Background: an optimization exercise with open tools, aiming at small area, a short achievable clock period and few clock cycles per item. Do not read the settings as production practice.
Where RTL was checked, it was by simulation tests only, not by an equivalence proof against the original.
The RTL of runs 1 and 2 was laid out without a check of its function.

==> flow/design.v, too long to show whole: its modules and the start of the top module <==
// module fir_dot9: 3859 lines
// module fir_fa: 4 lines
// module fir_booth_enc: 13 lines
// module fir_ha: 4 lines
// module fir_serial_seq: 59 lines
module fir_serial_seq (
   input  logic          clk,
   input  logic          rst_n,
   input  logic          in_valid,
   input  logic [fir_pkg::DW-1:0] in_data,
   output logic          in_ready,
   output logic          out_valid,
   output logic [fir_pkg::DW-1:0] out_data,
   input  logic          out_ready,
   input  logic          coef_we,
   input  logic [3:0]    coef_addr,
   input  logic [fir_pkg::DW-1:0] coef_wdata,
   output logic          coef_ready,
   input  logic          flush,
   output logic          busy
);
  // ...
==> flow/run.sh <==
#!/bin/bash
# synth_recipe.tcl (not shown) runs the flow's synth.tcl, then flattens the netlist and writes it again
# the make line also repeats each setting of config.mk as NAME=value (left out here)
make -C /OpenROAD-flow-scripts/flow DESIGN_CONFIG=/design/flow/config.mk WORK_HOME=/design/flow/orfs CLKGATE_MAP_FILE= SYNTH_SCRIPT=/design/flow/synth_recipe.tcl finish
==> flow/config.mk <==
export PLATFORM = sky130hd
export DESIGN_NAME = fir_serial_seq
export DESIGN_NICKNAME = fir_serial_seq
export VERILOG_FILES = /design/flow/design.v
export SDC_FILE = /design/flow/constraint.sdc
export NUM_CORES = 4
export LEC_CHECK = 0
export CAP_MARGIN = 20
export CORE_MARGIN = 2
export CORE_UTILIZATION = 60
export SETUP_SLACK_MARGIN = 5
export SLEW_MARGIN = 20
export SYNTH_HIERARCHICAL = 1
export SYNTH_MINIMUM_KEEP_SIZE = 0
==> flow/constraint.sdc <==
create_clock -name core_clock -period 10.0 [get_ports {clk}]
set_input_delay 2.0000 -clock core_clock [delete_from_list [all_inputs] [get_ports {clk}]]
set_output_delay 2.0000 -clock core_clock [all_outputs]
set_load 0.01 [all_outputs]
==> impl_metrics.py, run 1 <==
metrics = {
    "clock_tree": {
        "cts_tree": "yes",
        "cts_resized": 4,
    },
    "layout": {
        "areaGrowthSynthToFinish_pct": 4.241,
        "nClkBuffers": 76,
        "final-clk-cell-share": 0.03290,
        "multi_input_area_um2": 48100,
        "final_cell_mix": "1217 x fa_1, 1165 x xnor2_1, 1080 x a22oi_1",
        "flops_and_latches": 543,
        "fin_util": 0.6302,
        "layout.cells.non_filler": 6635,
    },
    "detailed_routing": {
        "drc": 0,
        "vias_per_cell": 7.591,
        "wl_met3_mm": 50.06,
        "post_drt_wl_per_cell_um": 43.85,
        "routed-wl-met2_mm": 117.8,
    },
    "global_routing": {
        "grt_overflow_total": 0,
        "grt_use_met3": 0.2560,
        "met2_usage": 0.7191,
    },
    "floorplan": {
        "std_cell_rows": 121,
    },
    "worst_setup_path": {
        "worstPathCellList": "a22oi_1 > xnor2_1 > fa_1 > fa_1 > fa_1 > fa_1 > fa_1 > fa_1",
        "endpoint_kind": "flip-flop",
        "cp.depth": 8,
        "endpoint": "u_dot.r1_19_7$_DFFE_PP_",
        "crit_family": "adder cells",
    },
    "yosys": {
        "synthArstFlopShare": 0,
        "synth-edff-count": 395,
        "synth-compound-area-share": 0.1585,
        "yosysMostFrequentCell": "fa_1",
        "synth_fa_ha_area_frac": 0.3791,
    },
    "worst_hold_path": {
        "hold-path-endpoint": "x_q[28]$_SDFFE_PP0P_",
        "worstHoldStart": "x_q[28]$_SDFFE_PP0P_",
    },
    "placed_design": {
        "placed_area_um2": 66120,
        "dp_cells": 6496,
    },
    "sta": {
        "rsz0062_at_grt": "true",
    },
    "run_status": {
        "status": "complete, no violations",
    },
}
==> run 2: changes to the inputs <==
==> flow/flow/run.sh (new file) <==
#!/bin/bash
set -euo pipefail
export BUFFER_PORTS_ARGS="-buffer_cell sky130_fd_sc_hd__buf_2"
bash standard.sh SETUP_SLACK_MARGIN=${MARGIN:-5.6} finish > flow_make.log 2>&1
==> flow/standard.sh (new file) <==
#!/bin/bash
# synth_recipe.tcl (not shown) runs the flow's synth.tcl, then flattens the netlist and writes it again
# the make line also repeats each setting of config.mk as NAME=value (left out here)
make -C /OpenROAD-flow-scripts/flow DESIGN_CONFIG=/design/flow/config.mk WORK_HOME=/design/flow/orfs CLKGATE_MAP_FILE= SYNTH_SCRIPT=/design/flow/synth_recipe.tcl "${@:-finish}"
--- a/flow/config.mk
+++ b/flow/config.mk
@@ -9,3 +9,3 @@
 export CORE_MARGIN = 2
-export CORE_UTILIZATION = 60
+export CORE_UTILIZATION = 40
 export SETUP_SLACK_MARGIN = 5
removed: flow/run.sh
==> impl_metrics.py, run 2 <==
metrics = {
    "run_status": {
        "status": "complete, no violations",
    },
    "clock_tree": {
        "clkTransAtPathRegs_ps": 60,
        "htree_levels": 3,
        "clkSinkCount": 543,
        "cts_buffer_depth": 3,
        "root_buffer": "clkbuf_16",
        "cts-buffers-inserted": 69,
        "insertion_delay_ps": 720,
        "postCtsHoldBufs": 0,
        "cts_tree": "yes",
    },
    "worst_hold_path": {
        "hold_depth": 2,
        "worstHoldPathType": "reg2reg",
        "worstHoldStart": "x_q[91]$_SDFFE_PP0P_",
    },
    "detailed_routing": {
        "drc": 0,
        "ant_nets": 0,
        "vias": 50950,
        "post_drt_wl_per_cell_um": 36.05,
        "vias_per_cell": 6.534,
        "drt-pass1-iter-count": 7,
        "routed_wl_mm": 281.1,
        "first_iter_violations": 9072,
    },
    "sta": {
        "period_needed_ps": 4672,
        "fin_ws_ps": 5328,
        "finalCritPeriodShare": 0.4672,
        "hold_viol": 0,
        "tightest_slew_ps": 1231,
        "finalSetupViolations": 0,
        "rsz0062_at_grt": "true",
        "clock.fmax_ghz": 0.2140,
        "tns_ps": 0,
        "relSlewSlack": 0.1791,
        "final_max_slew_viol_count": 0,
        "skew_ps": 50.83,
    },
    "yosys": {
        "synthesis.area_um2": 65810,
        "synth.distinct_cells": 54,
        "yosys_register_bits": 543,
        "yosys.area.top_type": "fa_1",
        "yosys_most_used_dff": "edfxtp_1",
        "synthesis.nets": 6953,
        "netlist.area_leader.share": 0.3702,
        "avgSynthCellArea_um2": 11.65,
        "yosysMostFrequentCell": "fa_1",
        "yosysWarnings": 9,
        "synth-edff-count": 395,
        "synthArstFlopShare": 0,
        "yosysSeqAreaShare": 0.2252,
        "ys_top_cells_by_count": "1217 x fa_1, 1165 x xnor2_1, 1081 x a22oi_1",
        "synth_top_cells_by_area": "fa_1 37%, edfxtp_1 18%, xnor2_1 16%, a22oi_1 12%, dfxtp_1 4.5%",
        "syn_inst": 5647,
    },
    "floorplan": {
        "fp.coreArea_um2": 163100,
        "fp.dieW_um": 409.6,
        "initial_core_util": 0.4034,
        "std_cell_rows": 148,
        "die-area_um2": 167800,
        "die_h_um": 409.6,
        "ios": 62,
    },
    "worst_setup_path": {
        "critPathLaunch": "u_dot.r1_18_0$_DFFE_PP_",
        "endpoint_kind": "flip-flop",
        "worstReg2RegStart": "u_dot.r1_18_0$_DFFE_PP_",
        "worstSetupPathType": "reg2reg",
        "cp_max_fo": 4,
        "reg2reg_depth": 13,
        "cp.arrival_ps": 5140,
        "critPathLaunchType": "flip-flop",
        "required_ps": 10460,
    },
    "global_routing": {
        "grt_overflow_total": 0,
        "grt_usage": 0.3318,
        "grt_pass1_vias": 51490,
        "grt_max_degree": 145,
        "antenna_found_initial": 6,
        "grt_pass1_wl_mm": 393.0,
    },
    "layout": {
        "final_cell_mix": "1177 x fa_1, 1160 x xnor2_1, 1079 x a22oi_1",
        "largest_reg_flops": 216,
        "fin_nets": 6872,
        "regMostFlops": "ce_q",
        "layout.cells.non_filler": 7797,
        "fillerInstances": 14560,
        "final_common_cell": "fa_1",
        "drive_gt1_frac": 0.1584,
        "areaGrowthSynthToFinish_pct": 13.82,
        "largest_registers": "ce_q: 216 flops, x_q: 144 flops, u_dot.y: 16 flops",
    },
    "job": {
        "cap_violations": 0,
    },
    "placed_design": {
        "dp_hpwl_mm": 211.2,
        "dp_cells": 7279,
        "port_buffers": 61,
        "place_ws_ps": 4793,
        "gp_congestion": 1.108,
    },
}
[run 2: changes by cell type in the layout (fill, tap and decap cells not counted), sizes merged, moves of 3 or more]
cell	previous run	this run
buf	119	577
clkdlybuf4s50	57	0
clkbuf	77	83
inv	25	21
clkinvlp	2	5
diode	5	2
[run 2: metal layers]
metal,wire length (um),vias up,GRT usage
li1,-,19420,-
met1,101100,26250,0.4370
met2,117500,4399,0.4726
met3,32280,877,0.06478
met4,29960,4,0.2728
met5,211,-,0.008046
[run 2: critical path, stage by stage (launching register included)]
cell	delay [ps]
edfxtp_1	400
fa_2	610
fa_1	440
fa_2	350
fa_1	480
fa_1	550
ha_4	230
and2_4	180
a221oi_4	250
a21boi_2	240
nand3b_1	210
buf_4	140
o21a_4	260
xnor2_2	90
[run 2: logic make-up after synthesis]
logic type | after synthesis | synth area share
adders and majority gates | 1264 | 0.3791
muxes | 1 | 0.0001521
DFF | 543 | 0.2252
xor gates and xnor gates | 1233 | 0.1641
AOI/OAI and AO/OA | 1509 | 0.1585
buffers and inverters | 747 | 0.04586
and+or+nand+nor | 350 | 0.02703
[run 2: path summary, 6_finish.rpt]
| path | slack [ps] | to |
|---|---|---|
| worst max-delay path | 5330 | u_dot.y[13]$_DFFE_PP_ |
| worst min-delay path | 520 | x_q[91]$_SDFFE_PP0P_ |
| worst max register to register | 5330 | u_dot.y[13]$_DFFE_PP_ |
| worst min register to register | 520 | x_q[91]$_SDFFE_PP0P_ |
[run 2: timing repair]
item                                    4_1_cts  5_1_grt
endpoints found under the setup margin      101       32
pin swaps                                     7       17
resized for setup                           169      122
gates cloned                                  2        0
buffers inserted                            363       26
[run 2: per-module statistics from Yosys (local to each module, per instance)]
module	copies in the design	cells inside
fir_serial_seq	1	979
fir_ha	13	1
fir_fa	1217	1
fir_booth_enc	1	38
fir_dot9	1	3400
[run 2: layout make-up]
class	instances	area, um2	share of cell area
Inverter	16	88.84	0.001186
Tap cell	2175	2721	0.03633
Clock inverter	42	564.3	0.007533
Sequential cell	543	15060	0.2011
Timing Repair inverter	2	17.52	0.0002338
Multi-Input combinational cell	4357	48320	0.6451
Timing Repair Buffer	577	6260	0.08357
Clock buffer	83	1863	0.02487
Antenna cell	2	5.005	0.00006681
[run 2: through the flow]
stage | area [um2] | util | hold WS (ps)
after CTS | 74190 | 0.4548 | 498.7
after floorplan | 65840 | - | 452.0
after global placement | 66950 | 0.4104 | 490.5
after global routing | 74900 | 0.4591 | 545.9
after detailed placement | 66950 | 0.4104 | 488.8
final | 74910 | 0.4592 | 515.2
==> module fir_serial_seq, before the edit <==
module fir_serial_seq (
   input  logic          clk,
   input  logic          rst_n,
   input  logic          in_valid,
   input  logic [fir_pkg::DW-1:0] in_data,
   output logic          in_ready,
   output logic          out_valid,
   output logic [fir_pkg::DW-1:0] out_data,
   input  logic          out_ready,
   input  logic          coef_we,
   input  logic [3:0]    coef_addr,
   input  logic [fir_pkg::DW-1:0] coef_wdata,
   output logic          coef_ready,
   input  logic          flush,
   output logic          busy
);
   localparam int N = fir_pkg::NTAPS_DEF;
   logic [N-1:0][fir_pkg::DW-1:0] x_q;
   logic [N-1:0][23:0] ce_q;    
   logic [23:0] wenc;
   logic v0_q;    
   logic v1_q;    
   logic vo_q;    
   logic free_q;  
   logic adv, take_s, take_c, take_f, v0_d, vo_d;
   assign adv = !vo_q || out_ready;
   assign in_ready = !flush && (free_q || out_ready);
   assign coef_ready = free_q;
   assign busy = !free_q;
   assign take_s = in_valid && in_ready;
   assign take_c = coef_we && coef_ready;
   assign take_f = flush && !busy;
   assign v0_d = take_s || (v0_q && !adv);
   assign vo_d = adv ? v1_q : vo_q;
   fir_booth_enc u_enc (.b(coef_wdata), .e(wenc));
   always_ff @(posedge clk) begin
      for (int k = 0; k < N; k++)
         if (!rst_n || (take_c && coef_addr == 4'(k)))
            ce_q[k] <= rst_n ? wenc : fir_pkg::DEF_CENC[k*24 +: 24];
   end
   always_ff @(posedge clk) begin
      if (!rst_n) begin
         x_q <= '0;
         v0_q <= 1'b0;
         v1_q <= 1'b0;
         vo_q <= 1'b0;
         free_q <= 1'b1;
      end else begin
         if (take_f) x_q <= '0;
         else if (take_s) x_q <= {x_q[N-2:0], in_data};
         v0_q <= v0_d;
         if (adv) v1_q <= v0_q;
         vo_q <= vo_d;
         free_q <= !(v0_d && vo_d);
      end
   end
   fir_dot9 u_dot (.clk(clk), .en(adv), .x(x_q), .ce(ce_q), .y(out_data));
   assign out_valid = vo_q;
endmodule
==> run 3: changes to the inputs <==
--- a/flow/design.v
+++ b/flow/design.v
@@ -3911,8 +3911,7 @@
    logic vo_q;    
-   logic free_q;  
-   logic adv, take_s, take_c, take_f, v0_d, vo_d;
+   logic adv, take_s, take_c, take_f;
    assign adv = !vo_q || out_ready;
-   assign in_ready = !flush && (free_q || out_ready);
-   assign coef_ready = free_q;
-   assign busy = !free_q;
+   assign in_ready = !flush && (!v0_q || adv);
+   assign coef_ready = !(v0_q && vo_q);
+   assign busy = v0_q && vo_q;
    assign take_s = in_valid && in_ready;
@@ -3920,4 +3919,2 @@
    assign take_f = flush && !busy;
-   assign v0_d = take_s || (v0_q && !adv);
-   assign vo_d = adv ? v1_q : vo_q;
    fir_booth_enc u_enc (.b(coef_wdata), .e(wenc));
@@ -3934,3 +3931,2 @@
          vo_q <= 1'b0;
-         free_q <= 1'b1;
       end else begin
@@ -3938,6 +3934,7 @@
          else if (take_s) x_q <= {x_q[N-2:0], in_data};
-         v0_q <= v0_d;
-         if (adv) v1_q <= v0_q;
-         vo_q <= vo_d;
-         free_q <= !(v0_d && vo_d);
+         v0_q <= take_s || (v0_q && !adv);
+         if (adv) begin
+            v1_q <= v0_q;
+            vo_q <= v1_q;
+         end
       end
==> flow/run.sh (new file) <==
#!/bin/bash
# synth_recipe.tcl (not shown) runs the flow's synth.tcl, then flattens the netlist and writes it again
# the make line also repeats each setting of config.mk as NAME=value (left out here)
make -C /OpenROAD-flow-scripts/flow DESIGN_CONFIG=/design/flow/config.mk WORK_HOME=/design/flow/orfs CLKGATE_MAP_FILE= SYNTH_SCRIPT=/design/flow/synth_recipe.tcl finish
removed: flow/flow/run.sh
removed: flow/standard.sh
==> impl_metrics.py, run 3 <==
metrics = {
    "yosys": {
        "synth-edff-count": 395,
        "yosysSeqAreaShare": 0.2246,
        "synth_top_family_by_area": "adder cells",
        "yosys.area.top_type": "fa_1",
        "synth_fa_ha_area_frac": 0.3785,
        "syn_inst": 5646,
        "avgSynthCellArea_um2": 11.67,
        "yosysMostFrequentCell": "fa_1",
        "synthesis.nets": 6952,
        "synthArstFlopShare": 0,
        "yosys_most_used_dff": "edfxtp_1",
        "synth-xor-area-share": 0.1638,
        "synth_top_cells_by_area": "fa_1 37%, edfxtp_1 18%, xnor2_1 15%, a22oi_1 12%, dfxtp_1 4.5%",
        "ys_top_cells_by_count": "1217 x fa_1, 1165 x xnor2_1, 1081 x a22oi_1",
        "yosysWarnings": 9,
        "netlist.area_leader.share": 0.3696,
        "synth.area.mux_share": 0.002733,
        "synthSimpleGateAreaFrac": 0.02906,
        "yosys_register_bits": 542,
        "synth-compound-area-share": 0.1554,
        "synthesis.area_um2": 65920,
        "synth.distinct_cells": 55,
    },
    "global_routing": {
        "grt_usage": 0.3248,
        "grt_pass1_vias": 49510,
        "antenna_found_initial": 9,
        "grt_overflow_total": 0,
        "grt_max_degree": 179,
        "grt_pass1_wl_mm": 384.6,
    },
    "clock_tree": {
        "postCtsHoldBufs": 0,
        "insertion_delay_ps": 720,
        "clkTransAtPathRegs_ps": 60,
        "root_buffer": "clkbuf_16",
        "cts-buffers-inserted": 68,
        "htree_levels": 3,
        "clkSinkCount": 542,
        "cts_buffer_depth": 3,
        "cts_tree": "yes",
    },
    "worst_setup_path": {
        "cpMostUsedCell": "fa_1",
        "critPathLaunchType": "flip-flop",
        "required_ps": 10400,
        "endpoint_kind": "flip-flop",
        "worstReg2RegStart": "x_q[118]$_SDFFE_PP0P_",
        "r2r_end": "u_dot.r1_19_7$_DFFE_PP_",
        "cp.arrival_ps": 5470,
        "r2r_slack_ps": 4930,
        "worstSetupPathType": "reg2reg",
        "cp_slowest_stage_delay_ps": 1030,
        "cp_max_fo": 18,
        "critPathSlowestCell": "dfxtp_1",
        "worstPathCellList": "a22oi_1 > xnor2_1 > fa_1 > fa_1 > fa_1 > fa_1 > fa_1 > fa_1",
        "reg2reg_depth": 8,
    },
    "floorplan": {
        "die_h_um": 409.9,
        "initial_core_util": 0.4040,
        "die-area_um2": 168100,
        "fp.coreArea_um2": 163100,
        "fp.dieW_um": 409.9,
        "ios": 62,
        "std_cell_rows": 148,
    },
    "job": {
        "cap_violations": 0,
    },
    "sta": {
        "clock.fmax_ghz": 0.1972,
        "skew_ps": 47.14,
        "whs_ps": 487.9,
        "period_needed_ps": 5071,
        "final_max_slew_viol_count": 0,
        "tns_ps": 0,
        "rsz0062_at_grt": "false",
        "relSlewSlack": 0.1540,
        "hold_viol": 0,
        "tightest_slew_ps": 1267,
        "finalCritPeriodShare": 0.5071,
        "finalSetupViolations": 0,
    },
    "layout": {
        "areaGrowthSynthToFinish_pct": 5.919,
        "largest_reg_flops": 216,
        "regMostFlops": "ce_q",
        "fillerInstances": 15150,
        "fin_nets": 6481,
        "largest_registers": "ce_q: 216 flops, x_q: 144 flops, u_dot.y: 16 flops",
        "final_common_cell": "fa_1",
        "drive_gt1_frac": 0.05257,
        "fin_util": 0.4280,
        "final_cell_mix": "1217 x fa_1, 1165 x xnor2_1, 1081 x a22oi_1",
    },
    "detailed_routing": {
        "drc": 0,
        "vias_per_cell": 6.571,
        "first_iter_violations": 7922,
        "ant_nets": 0,
        "vias": 48680,
        "routed_wl_mm": 273.9,
        "drt-pass1-iter-count": 6,
        "post_drt_wl_per_cell_um": 36.97,
    },
    "worst_hold_path": {
        "hold-path-endpoint": "vo_q$_SDFFE_PN0P_",
        "hold_depth": 2,
        "worstHoldStart": "v1_q$_SDFFE_PN0P_",
        "worstHoldPathType": "reg2reg",
    },
    "placed_design": {
        "port_buffers": 61,
        "gp_congestion": 1.044,
        "dp_hpwl_mm": 211.9,
    },
    "run_status": {
        "status": "complete, no violations",
    },
}
run 3: cell type report:
class | instances | area (um2) | area share
sequential | 542 | 14810 | 0.2121
tap | 2175 | 2721 | 0.03898
clock inverter | 34 | 460.4 | 0.006595
antenna | 2 | 5.005 | 0.00007168
clock buffer | 92 | 1907 | 0.02731
inverter | 13 | 48.80 | 0.0006989
timing repair buffer | 188 | 1652 | 0.02366
multi-input combinational | 4362 | 48220 | 0.6906
run 3: worst max path at each step:
stage | end | from | slack, ps
after floorplan | vo_q$_SDFFE_PN0P_ | out_ready | 5150
after global placement | in_ready | out_ready | 4120
after detailed placement | in_ready | out_ready | 4130
after CTS | in_ready | flush | 4820
after global routing | u_dot.r1_19_7$_DFFE_PP_ | ce_q[154]$_DFFE_PP_ | 5010
final | u_dot.r1_19_7$_DFFE_PP_ | x_q[118]$_SDFFE_PP0P_ | 4930
run 3: Yosys stat by module, one instance, submodules excluded:
module | times used | flops+latches | cells
fir_dot9 | 1 | 179 | 3400
fir_serial_seq | 1 | 363 | 978
fir_booth_enc | 1 | 0 | 38
fir_fa | 1217 | 0 | 1
fir_ha | 13 | 0 | 1
run 3: logic make-up after synthesis:
kind of cell | count (synthesis)
AOI/OAI and AO/OA | 1473
xor gates and xnor gates | 1233
buffers and inverters | 744
muxes | 18
and+or+nand+nor | 372
adders and majority gates | 1264
DFF | 542
run 3: per-stage QoR:
stage / cell area, um2 / setup slack, ps / std cells
6_report: 69820 / 4929 / 7408
5_1_grt: 69810 / 5007 / 7406
4_1_cts: 69630 / 4816 / 7395
3_5_place_dp: 67240 / 4130 / 7266
3_3_place_gp: 67240 / 4120 / 7266
2_1_floorplan: 65920 / 5148 / 5646
run 3: worst max-delay path: cells and delay by family, from the launching register on:
family          cells  cell delay (ps)
fa+ha+maj           6             3250
flops               1             1030
compound gates      1              250
xor+xnor            1              210
run 3: timing repair:
item	CTS	global route
gates cloned	2	0
endpoints found under the setup margin	2	8
gates resized for setup	4	12
pin swaps	0	1
buffers inserted	1	9
run 3: layer usage:
metal | GRT usage | part of all wire
met2 | 0.4703 | 0.42
met4 | 0.2617 | 0.10
met5 | 0 | 0.00012
met1 | 0.4204 | 0.36
met3 | 0.06943 | 0.11
Testbench counts of run 3, summed over its fixed seeds: cycles 1,632, items 1,600.

[separate check: timing with driven ports]
No port has a modelled driver above. Below, the same layouts with a new extraction and two added sets of constraints. Step 1, drivers: a clkbuf_16 drives clk and a buf_2 each remaining input, both assumed. Step 2 adds t to the input delays and takes it off the output delays; t is the mean of the earliest and latest rising clock arrival at the registers after step 1. Input paths then give back, and output paths get back, about the clock's delay inside the block. Three values: ideal ports, drivers, drivers and shift; two values: the first two.
| run | t (ns) | setup WS [ns] | worst setup path at the end | latest minus earliest clock arrival (ns) |
|---|---|---|---|---|
| run 1 | 0.746 | 4.925 / 4.925 / 4.865 | input to register | 0.033 / 0.033 |
| run 2 | 0.784 | 5.328 / 5.328 / 5.318 | input to register | 0.051 / 0.051 |
| run 3 | 0.788 | 4.929 / 4.929 / 4.929 | register to register | 0.050 / 0.050 |
After both steps every run listed still meets setup and hold. The setup slack of run 1, which loses most, moves by 0.000 ns with the drivers and by -0.060 ns with both steps.
